Source: an optimization exercise on an open RTL-to-GDS flow (aim: small area and few clock cycles per item). Production flows keep margins and buffers that such runs may drop. RTL that was checked went through simulation tests only; none was proved equivalent to the original. Function not checked in run 1: the RTL went through the layout flow alone.

==> flow/design.v, too long to show whole: its modules and the start of the top module <==
// module mac_prime2r: 809 lines
// module mac_benc: 10 lines
// module mac_nand2: 7 lines
// module mac_o22ai: 9 lines
// module mac_fa: 10 lines
// module mac_ha: 9 lines
// module mac_xnor: 7 lines
// module mac_or: 7 lines
// module mac_mux2: 8 lines
module mac_prime2r #(
  parameter int MAX_TERMS = 1024,
  parameter int CNT_W     = 11
) (
  input  logic         clk,
  input  logic         rst_n,
  input  logic         in_valid,
  output logic         in_ready,
  input  logic         in_last,
  input  logic [23:0]  a,
  input  logic [23:0]  b,
  output logic         out_valid,
  input  logic         out_ready,
  output logic [69:0]  c,
  output logic         err
);
  // ...
==> flow/flow/run.sh <==
#!/bin/bash
# Own layout flow: the standard flow (standard.sh), with the standard
# synthesis unchanged, then the layout steps with a few extra ORFS settings
# read from flow/knobs.txt (one VAR=value per line):
#  - port buffers are plain buffers instead of the default delay-cell choice,
#  - optional extra repair/recovery settings.
# Each step's full output goes to its own log file in this folder.
set -euo pipefail
here=$(pwd)
knobs=()
if [[ -f flow/knobs.txt ]]; then
  while IFS= read -r line; do
    [[ -z "$line" || "$line" == \#* ]] && continue
    knobs+=("$line")
  done < flow/knobs.txt
fi
bash standard.sh synth > "$here/flow_synth.log" 2>&1
bash standard.sh "${knobs[@]}" finish > "$here/flow_layout.log" 2>&1
test -s out/final.def
==> flow/flow/knobs.txt <==
BUFFER_PORTS_ARGS=-buffer_cell sky130_fd_sc_hd__buf_1
==> flow/standard.sh <==
#!/bin/bash
# synth_recipe.tcl (not shown) runs the flow's synth.tcl, then flattens the netlist and writes it again
# the make line also repeats each setting of config.mk as NAME=value (left out here)
make -C /OpenROAD-flow-scripts/flow DESIGN_CONFIG=/design/flow/config.mk WORK_HOME=/design/flow/orfs CLKGATE_MAP_FILE= SYNTH_SCRIPT=/design/flow/synth_recipe.tcl "${@:-finish}"
==> flow/config.mk <==
export PLATFORM = sky130hd
export DESIGN_NAME = mac_prime2r
export DESIGN_NICKNAME = mac_prime2r
export VERILOG_FILES = /design/flow/design.v
export SDC_FILE = /design/flow/constraint.sdc
export NUM_CORES = 4
export LEC_CHECK = 0
export CAP_MARGIN = 20
export CORE_MARGIN = 2
export CORE_UTILIZATION = 40
export GPL_TIMING_DRIVEN = 1
export SLEW_MARGIN = 20
export SYNTH_HIERARCHICAL = 1
==> flow/constraint.sdc <==
create_clock -name core_clock -period 8.0 [get_ports {clk}]
set_input_delay 1.6000 -clock core_clock [delete_from_list [all_inputs] [get_ports {clk}]]
set_output_delay 1.6000 -clock core_clock [all_outputs]
set_load 0.01 [all_outputs]
==> flow_metrics.py, run 1 <==
metrics = {
    "logic_synthesis": {
        "synth_area_mm2": 0.0170,
        "synth_xor_area_share_pct": 20.1,
        "synthCells": 1693,
        "synth_cell_types": 55,
    },
    "status": {
        "outcome": "timing/DRC/antenna clean",
    },
    "die": {
        "pin_count": 126,
        "start_util_pct": 40.5,
        "fp.coreArea_mm2": 0.0420,
    },
    "layout": {
        "clock_buffers": 9,
        "clkCellAreaFrac_pct": 1.38,
        "seq_share_pct": 8.08,
        "largest_reg_flops": 70,
        "n_all_buffers": 421,
    },
    "global_route": {
        "use_met2_pct": 43.0,
        "globalRouteMet3Util_pct": 5.18,
    },
    "clock_network": {
        "cts_resized": 3,
        "root_buffer": "clkbuf_16",
        "cts_tree": "done",
        "numCtsBuffers": 9,
    },
    "critical_path": {
        "crit_path_start": "out_ready",
        "cp_top_family": "adder cells",
        "worstSetupEndpointType": "register",
    },
    "sta": {
        "rsz0062_at_grt": "false",
        "slew-limit-headroom_pct": 53.1,
        "worst_slack_ps": 194,
        "fin_skew_ps": 23.4,
        "period_needed_ps": 7810,
    },
    "job": {
        "drv_cap": 0,
    },
    "drt": {
        "m1WireLength_um": 23800,
        "highest_layer": "met5",
        "drtIter0Drc": 1537,
        "drc_errors": 0,
        "post_drt_wl_per_cell_um": 21.5,
        "ant_nets": 0,
    },
    "place": {
        "hpwl_um": 47900,
        "io_buffers": 125,
    },
}
==> inputs of run 2 (changes only) <==
--- a/flow/design.v
+++ b/flow/design.v
@@ -37,19 +37,22 @@
   for (genvar k = 0; k < 12; k++) begin : g_booth
     assign bo_neg[k] = b_ext[2*k+2];
     for (genvar e = 0; e < 1; e++) begin : g_enc
       mac_benc u_enc (.b2(b_ext[2*k+2]), .b1(b_ext[2*k+1]), .b0(b_ext[2*k]),
                       .none(bo_none[k*1+e]), .ntwo(bo_ntwo[k*1+e]));
     end
   end
   logic [23:0] na [3];
+  logic [2:0] xfer_g;
   for (genvar g = 0; g < 3; g++) begin : g_na
+    mac_xfer u_xfer (.in_valid(in_valid), .out_valid(out_valid_r), .out_ready(out_ready),
+                     .xfer(xfer_g[g]));
     for (genvar i = 0; i < 24; i++) begin : g_bit
-      mac_nand2 u_nand (.x(a[i]), .y(in_xfer_s), .z(na[g][i]));
+      mac_nand2 u_nand (.x(a[i]), .y(xfer_g[g]), .z(na[g][i]));
     end
   end
   logic [299:0] nbp;
   for (genvar k = 0; k < 12; k++) begin : g_row
     assign nbp[k*25]    = ~((~na[k/4][0] & ~bo_none[k*1]) ^ bo_neg[k]);
     assign nbp[k*25+24] = ~((~na[k/4][23] & ~bo_ntwo[k*1+0]) ^ bo_neg[k]);
     for (genvar i = 1; i < 24; i++) begin : g_sel
       localparam int E = (i * 1) / 24;
@@ -759,25 +762,25 @@
   assign cy[42] = cg[63];
   assign cy[43] = cg[85];
   assign cy[44] = cg[53];
   assign cy[45] = cg[86];
   assign cy[46] = cg[64];
   assign cy[47] = cg[87];
   assign cy[48] = cg[46];
   assign sum_s[47:0] = ~(pg ^ cy[47:0]);
-  logic [2:0] top_w;
-  logic       inc_hi;
-  assign top_w = {2'b0, ~fc[255]} + {2'b0, ~fc[301]} + {2'b0, ~cy[48]};
-  assign inc_hi = top_w[1];
+  logic [1:0] inc_hi;
+  for (genvar j = 0; j < 2; j++) begin : g_inc
+    mac_nmaj u_maj (.x(fc[255]), .y(fc[301]), .z(cy[48]), .m(inc_hi[j]));
+  end
   logic [69:48] x_hi, x_hi_inc;
   assign x_hi = acc_r[69:48] & {22{acc_keep_s}};
   assign x_hi_inc = x_hi + 1'b1;
   for (genvar i = 48; i < 70; i++) begin : g_hi
-    mac_mux2 u_mux (.s(inc_hi), .a(x_hi_inc[i]), .b(x_hi[i]), .y(sum_s[i]));
+    mac_mux2 u_mux (.s(inc_hi[(i - 48) * 2 / 22]), .a(x_hi_inc[i]), .b(x_hi[i]), .y(sum_s[i]));
   end
   always_ff @(posedge clk) begin
     acc_r <= sum_s;
   end
   always_ff @(posedge clk or negedge rst_n) begin
     if (!rst_n) begin
       out_valid_r <= 1'b0;
       clr_r       <= 1'b1;
@@ -812,16 +815,32 @@
   input  logic b1,
   input  logic b0,
   output logic none,
   output logic ntwo
 );
   assign none = ~(b1 ^ b0);
   assign ntwo = ~((b2 & ~b1 & ~b0) | (~b2 & b1 & b0));
 endmodule
+module mac_xfer (
+  input  logic in_valid,
+  input  logic out_valid,
+  input  logic out_ready,
+  output logic xfer
+);
+  assign xfer = in_valid & (~out_valid | out_ready);
+endmodule
+module mac_nmaj (
+  input  logic x,
+  input  logic y,
+  input  logic z,
+  output logic m
+);
+  assign m = ~((x & y) | (z & (x | y)));
+endmodule
 module mac_nand2 (
   input  logic x,
   input  logic y,
   output logic z
 );
   assign z = ~(x & y);
 endmodule
 module mac_o22ai (
==> flow/config.mk (replaced) <==
export PLATFORM = sky130hd
export DESIGN_NAME = mac_prime2r
export DESIGN_NICKNAME = mac_prime2r
export VERILOG_FILES = /design/flow/design.v
export SDC_FILE = /design/flow/constraint.sdc
export NUM_CORES = 4
export LEC_CHECK = 0
export CAP_MARGIN = 20
export CORE_MARGIN = 2
export CORE_UTILIZATION = 40
export GPL_TIMING_DRIVEN = 0
export SLEW_MARGIN = 20
export SYNTH_HIERARCHICAL = 1
==> flow_metrics.py, run 2 <==
metrics = {
    "sta": {
        "period_share_pct": 98.4,
        "fin_skew_ps": 12.8,
        "slew-limit-headroom_pct": 35.1,
        "final-hold-violation-count": 0,
        "slew_violations": 0,
        "setup_viol": 0,
        "worst_slew_pin_slew_ps": 974,
        "period_needed_ps": 7870,
        "timing.fmax_ghz": 0.127,
    },
    "drt": {
        "first_pass_iters": 5,
        "vias": 15100,
        "drtIter0Drc": 1482,
        "ant_nets": 0,
        "drc_errors": 0,
        "wl_um": 59400,
        "detail_route.vias_per_cell": 6.07,
        "post_drt_wl_per_cell_um": 23.8,
    },
    "layout": {
        "fill_cells": 3910,
        "multi_input_area_mm2": 0.0159,
        "nets": 2384,
        "final_common_cell": "xnor2_1",
        "largestRegisters": "acc_r: 70 flops, cnt_r: 10 flops",
        "seqCellArea_mm2": 0.00173,
        "top_register": "acc_r",
        "drive_above_1_share_pct": 13.8,
        "layout_common_cells": "341 x xnor2_1, 302 x fa_1, 273 x o22ai_1, 116 x nand2_1, 111 x buf_1",
        "final_util_pct": 49.2,
        "diodes": 0,
        "largest_reg_flops": 70,
        "area_growth_pct": 21.3,
    },
    "logic_synthesis": {
        "async_flop_share_pct": 15.7,
        "netlist_top_cells_area": "fa_1 35%, xnor2_1 18%, o22ai_1 10%",
        "synth_area_mm2": 0.0170,
        "synth_edf_count": 0,
        "synthCells": 1706,
        "ys.flop_type": "dfxtp_1",
        "syn_avg_cell_area_um2": 9.99,
        "yosysTopAreaCell": "fa_1",
        "yosysSeqAreaShare_pct": 10.1,
        "yosys_warnings": 8,
        "synth_top_area_share_pct": 35.5,
        "yosysMostFrequentCell": "xnor2_1",
        "synth_cell_types": 53,
        "ys_ff_latch": 83,
        "ys_top_cells_by_count": "353 x xnor2_1, 302 x fa_1, 277 x o22ai_1",
    },
    "die": {
        "rows": 75,
        "dieArea_mm2": 0.0443,
        "fp.coreArea_mm2": 0.0420,
        "pin_count": 126,
        "start_util_pct": 40.6,
        "die_h_um": 210,
        "die_w_um": 210,
    },
    "worst_hold_path": {
        "hp-class": "reg2reg",
    },
    "clock_network": {
        "numCtsBuffers": 9,
        "clock_path_buffers": 2,
        "clock-sinks": 83,
        "cts_tree": "done",
        "insertion_delay_ps": 390,
        "cts_hold_buffers": 0,
        "root_buffer": "clkbuf_16",
        "h-tree-depth": 3,
        "cts.clk_slew.worst_paths_ps": 70,
    },
    "place": {
        "place.gp.congestion": 0.920,
        "io_buffers": 125,
        "hpwl_um": 42800,
    },
    "critical_path": {
        "crit_fanout": 12,
        "worstSetupEndpointType": "register",
        "required_ps": 8280,
        "cp-start-kind": "input pin",
        "critPathKind": "in2reg",
        "critPathArrivalTime_ps": 8150,
    },
    "global_route": {
        "grt_max_degree": 25,
        "track_usage_pct": 27.0,
        "antenna_found_initial": 1,
        "grt_pass1_vias": 15600,
        "grt_pass1_wl_um": 91000,
        "overflow": 0,
    },
    "status": {
        "outcome": "timing/DRC/antenna clean",
    },
    "job": {
        "drv_cap": 0,
    },
}
run 2: cell count changes in the layout (fill, tap and decap cells not counted), sizes merged, moves of 3 or more:
cell | before | now
nand2 | 148 | 154
a21oi | 30 | 48
a21boi | 0 | 6
nor2 | 86 | 83
buf | 409 | 211
and3 | 11 | 1
o21ai | 14 | 18
nor3 | 7 | 13
inv | 55 | 58
run 2: per-module statistics from Yosys (local to each module, per instance):
module | flip-flops and latches | cell area [µm²] | cells inside
mac_mux2 | 0 | 15.0 | 1
mac_o22ai | 0 | 6.26 | 1
mac_prime2r | 83 | 4660 | 580
mac_xfer | 0 | 11.3 | 2
mac_or | 0 | 6.26 | 1
mac_nmaj | 0 | 12.5 | 2
mac_nand2 | 0 | 3.75 | 1
mac_ha | 0 | 12.5 | 1
mac_fa | 0 | 20.0 | 1
mac_xnor | 0 | 8.76 | 1
mac_benc | 0 | 30.0 | 4
run 2: metrics by stage:
stage	setup WS, ps	cell area (µm²)	hold slack [ps]	TNS, ps	instances
2_1_floorplan	-60.7	17100	466	-1340	1709
3_3_place_gp	-3580	18200	464	-163560	2373
3_5_place_dp	-2250	18900	467	-80050	2399
4_1_cts	25.8	19900	484	0	2449
5_1_grt	-25.3	20700	510	-241	2491
6_report	128	20700	469	0	2491
run 2: repair_timing:
item / CTS / global route
resized for setup: 60 / 83
endpoints found under the setup margin: 46 / 25
setup buffers: 20 / 38
cloned: 14 / 4
pin swaps: 18 / 17
run 2: worst paths after layout:
| path | cells past startpoint | startpoint | endpoint | slack (ps) |
|---|---|---|---|---|
| min in group asynchronous | 1 | rst_n | err_r | 1230 |
| setup reg to reg | 22 | out_valid_r | acc_r[68] | 680 |
| hold reg to reg | 1 | err_r | err_r | 470 |
| setup / recovery | 24 | b[17] | acc_r[68] | 130 |
| max in group asynchronous | 1 | rst_n | cnt_r[3] | 6330 |
| hold / removal | 1 | err_r | err_r | 470 |
run 2: cell type report:
| class | instances | area share (%) |
|---|---|---|
| buffer | 12 | 0.417 |
| clock buffer | 9 | 1.09 |
| clock inverter | 7 | 0.393 |
| inverter | 54 | 0.980 |
| multi-input combinational | 1575 | 77.0 |
| sequential | 83 | 8.35 |
| tap | 539 | 3.26 |
| timing repair buffer | 212 | 8.49 |
run 2: per-layer routing:
layer	wire [µm]	GRT usage (%)	vias up	share of wire, %
met1	22800	34.9	7542	38
met2	27700	43.3	892	47
met4	2650	11.4	2	4.5
met5	17	0	-	0.029
li1	-	-	6472	-
met3	6200	6.85	200	10
run 2: worst max-delay path, stage by stage:
cell and delay (ps):
buf_6 200, buf_12 200, and3b_2 290, a21oi_4 240, buf_12 170, o22ai_1 90, xnor2_1 200, fa_1 480
fa_1 500, fa_1 440, fa_1 520, fa_1 610, ha_2 250, nor2_1 50, a221o_1 390, a31oi_4 310
a22o_1 200, a21o_4 180, nand4b_1 200, a31oi_4 260, a21o_1 190, o21ai_4 80, buf_12 160, mux2_4 300
run 2: kinds of logic (layout without fill, tap and decap cells):
| group | Yosys count | count (layout) | synth area share, % |
|---|---|---|---|
| fa+ha+maj | 384 | 384 | 41.5 |
| other cells | 1 | 4 | 0.0220 |
| mux | 24 | 24 | 2.07 |
| buf+inv | 66 | 294 | 1.46 |
| simple gates | 387 | 387 | 10.8 |
| flops | 83 | 83 | 10.1 |
| xor+xnor | 389 | 391 | 20.0 |
| compound gates | 372 | 385 | 14.0 |
Testbench counts of run 2, summed over its fixed seeds: cycles 31,914, items 31,906.
==> inputs of run 3 (changes only) <==
--- a/flow/config.mk
+++ b/flow/config.mk
@@ -5,9 +5,10 @@
 export SDC_FILE = /design/flow/constraint.sdc
 export NUM_CORES = 4
 export LEC_CHECK = 0
-export CAP_MARGIN = 20
+export CAP_MARGIN = 0
 export CORE_MARGIN = 2
 export CORE_UTILIZATION = 40
+export CTS_BUF_LIST = sky130_fd_sc_hd__clkbuf_4 sky130_fd_sc_hd__clkbuf_8
 export GPL_TIMING_DRIVEN = 0
-export SLEW_MARGIN = 20
+export SLEW_MARGIN = 0
 export SYNTH_HIERARCHICAL = 1
==> flow_metrics.py, run 3 <==
metrics = {
    "sta": {
        "finalSetupTns_ps": 0,
        "setup_viol": 0,
        "slew-limit-headroom_pct": 35.8,
        "final-hold-violation-count": 0,
        "period_needed_ps": 7900,
        "slew_violations": 0,
        "period_share_pct": 98.8,
        "worst_slack_ps": 96.6,
        "fin_skew_ps": 14.3,
        "worst_slew_pin_slew_ps": 963,
        "timing.fmax_ghz": 0.127,
    },
    "layout": {
        "largestRegisters": "acc_r: 70 flops, cnt_r: 10 flops",
        "design_area_mm2": 0.0206,
        "layout_common_cells": "341 x xnor2_1, 302 x fa_1, 271 x o22ai_1, 128 x nand2_1, 111 x buf_1",
        "final_util_pct": 48.9,
        "largest_reg_flops": 70,
        "diodes": 0,
        "layout.cells.non_filler": 2495,
        "area_growth_pct": 20.6,
        "fill_cells": 3936,
        "final_common_cell": "xnor2_1",
        "nets": 2388,
        "top_register": "acc_r",
        "drive_above_1_share_pct": 13.4,
    },
    "drt": {
        "vias": 15200,
        "drc_errors": 0,
        "wl_um": 61000,
        "drtIter0Drc": 1458,
        "ant_nets": 0,
        "post_drt_wl_per_cell_um": 24.5,
        "detail_route.vias_per_cell": 6.10,
        "first_pass_iters": 5,
    },
    "critical_path": {
        "crit_fanout": 12,
        "rr_worst_depth": 22,
        "reg2reg_slack_ps": 640,
        "critPathMaxStageDelay_ps": 610,
        "critPathKind": "in2reg",
        "reg2reg_to": "acc_r[61]",
        "path_common_cell": "fa_1",
        "worstSetupEndpointType": "register",
        "cp-start-kind": "input pin",
        "slowest_stage": "fa_1",
        "crit_path_cell_trace": "buf_2 -> and3b_1 -> a21oi_4 -> o22ai_2 -> xnor2_1 -> fa_1 -> fa_1 -> fa_1 -> fa_1 -> fa_1 -> ha_2 -> nor2_1 -> a221o_1 -> a31oi_4 -> a22o_1 -> a21o_4 -> nand4b_1 -> a31oi_4 -> a21o_1 -> o21ai_4 -> buf_12 -> mux2_4",
        "reg2reg_from": "out_valid_r",
        "critPathArrivalTime_ps": 8260,
        "required_ps": 8360,
    },
    "logic_synthesis": {
        "synth_xor_area_share_pct": 20.0,
        "synth_simple_gate_area_share_pct": 10.8,
        "ys.flop_type": "dfxtp_1",
        "ys_top_cells_by_count": "353 x xnor2_1, 302 x fa_1, 277 x o22ai_1",
        "yosysSeqAreaShare_pct": 10.1,
        "synth_edf_count": 0,
        "yosysMostFrequentCell": "xnor2_1",
        "synth_top_family_by_area": "adder cells",
        "synth_cell_types": 53,
        "synth_top_area_share_pct": 35.5,
        "synthCells": 1706,
        "async_flop_share_pct": 15.7,
        "synth_area_mm2": 0.0170,
        "synth_fa_ha_area_share_pct": 41.5,
        "yosysTopAreaCell": "fa_1",
        "synth-compound-area-share_pct": 14.0,
        "yosys_warnings": 8,
        "syn_avg_cell_area_um2": 9.99,
        "ys_ff_latch": 83,
        "muxShareOfSynthArea_pct": 2.07,
        "netlist_top_cells_area": "fa_1 35%, xnor2_1 18%, o22ai_1 10%",
    },
    "status": {
        "outcome": "timing/DRC/antenna clean",
    },
    "place": {
        "dp_slack_ps": -2230,
        "io_buffers": 125,
        "post_dp_cell_area_mm2": 0.0188,
        "hpwl_um": 42200,
        "place.gp.congestion": 0.920,
        "dp_cells": 2395,
    },
    "clock_network": {
        "cts_tree": "done",
        "h-tree-depth": 3,
        "numCtsBuffers": 9,
        "root_buffer": "clkbuf_8",
        "cts_hold_buffers": 0,
        "cts.clk_slew.worst_paths_ps": 110,
        "insertion_delay_ps": 460,
        "clock_path_buffers": 2,
        "clock-sinks": 83,
    },
    "worst_hold_path": {
        "min_from": "err_r",
        "hold_end": "err_r",
        "min_path_cells": 1,
        "hp-class": "reg2reg",
    },
    "die": {
        "fp.coreArea_mm2": 0.0420,
        "dieArea_mm2": 0.0443,
        "rows": 75,
        "start_util_pct": 40.6,
        "die_h_um": 210,
        "die_w_um": 210,
        "pin_count": 126,
    },
    "job": {
        "drv_cap": 0,
    },
    "global_route": {
        "grt_pass1_wl_um": 91700,
        "grt_pass1_vias": 15600,
        "antenna_found_initial": 0,
        "overflow": 0,
        "grt_max_degree": 34,
        "track_usage_pct": 27.4,
    },
}
-- run 3: final cells by class --
type,instances,area [µm²],share of cell area (%)
Tap cell,539,674,3.28
Timing Repair Buffer,214,1750,8.51
Clock buffer,9,124,0.603
Inverter,54,210,1.02
Sequential cell,83,1730,8.40
Buffer,12,83.8,0.408
Clock inverter,7,93.8,0.456
Multi-Input combinational cell,1577,15900,77.3
-- run 3: critical path, delay by kind of cell --
family                     cells  cell delay (ps)
buffers and inverters          2              400
adders and majority gates      6             2810
xor gates and xnor gates       1              230
and+or+nand+nor                3              530
muxes                          1              300
AOI/OAI and AO/OA              9             2350
-- run 3: per-module statistics from Yosys, one instance, submodules excluded --
| module | area, µm² | flip-flops and latches |
|---|---|---|
| mac_benc | 30.0 | 0 |
| mac_fa | 20.0 | 0 |
| mac_ha | 12.5 | 0 |
| mac_mux2 | 15.0 | 0 |
| mac_nand2 | 3.75 | 0 |
| mac_nmaj | 12.5 | 0 |
| mac_o22ai | 6.26 | 0 |
| mac_or | 6.26 | 0 |
| mac_prime2r | 4660 | 83 |
| mac_xfer | 11.3 | 0 |
| mac_xnor | 8.76 | 0 |
-- run 3: kinds of logic (layout without fill, tap and decap cells) --
family / Yosys count / in the layout
other: 1 / 4
muxes: 24 / 24
DFF: 83 / 83
xor gates and xnor gates: 389 / 391
AOI/OAI and AO/OA: 372 / 387
buffers and inverters: 66 / 296
adders and majority gates: 384 / 384
and+or+nand+nor: 387 / 387
-- run 3: worst max path at each step --
stage | start | end | cells past startpoint
6_report | b[21] | acc_r[61] | 22
3_3_place_gp | b[5] | acc_r[64] | 20
3_5_place_dp | out_ready | acc_r[68] | 23
5_1_grt | out_ready | acc_r[63] | 24
2_1_floorplan | out_ready | acc_r[48] | 19
4_1_cts | b[7] | acc_r[61] | 22
-- run 3: through the flow --
stage,hold slack [ps]
3_3_place_gp,464
3_5_place_dp,467
4_1_cts,493
2_1_floorplan,466
6_report,478
5_1_grt,520
-- run 3: per-layer routing --
metal / track usage [%] / vias to the layer above / wire [µm]
li1: - / 6496 / -
met1: 35.6 / 7577 / 23500
met2: 43.6 / 941 / 28200
met3: 6.60 / 212 / 6420
met4: 11.8 / 0 / 2880
met5: 0 / - / 0
-- run 3: what timing repair did --
| action | in CTS | in global routing |
|---|---|---|
| endpoints found under the setup margin | 46 | 23 |
| buffers inserted | 35 | 27 |
| resized for setup | 59 | 74 |
| gates cloned | 15 | 7 |
| pin swaps | 14 | 15 |

## separate check: timing with driven ports
How much do the figures lean on ideal ports? The routed layouts below were timed once more, with nothing changed but the port constraints.
Step 1: set_driving_cell puts a clkbuf_16 on clk and a buf_2 on each other input, an assumption about the parent block.
Step 2 adds t to the input delays and takes it off the output delays; t is the mean of the earliest and latest rising clock arrival at the registers after step 1. Input paths then give back, and output paths get back, about the clock's delay inside the block.
Three values: ideal ports, drivers, drivers and shift; two values: the first two.
| run | t, ns | setup WS [ns] | hold WS [ns] | worst setup path after step 2 | pins driven straight from the clock port |
|---|---|---|---|---|---|
| run 1 | 0.438 | 0.194 / 0.200 / -0.238 | 0.482 / 0.482 / 0.482 | input to register | 1 |
| run 2 | 0.435 | 0.128 / 0.125 / -0.310 | 0.469 / 0.469 / 0.469 | input to register | 1 |
| run 3 | 0.500 | 0.097 / 0.124 / -0.376 | 0.478 / 0.478 / 0.478 | input to register | 1 |
With both steps, setup timing fails in every run listed, where it was met with ideal ports. For run 3, which loses most, drivers alone change the setup slack by +0.027 ns; drivers and shift together by -0.473 ns.
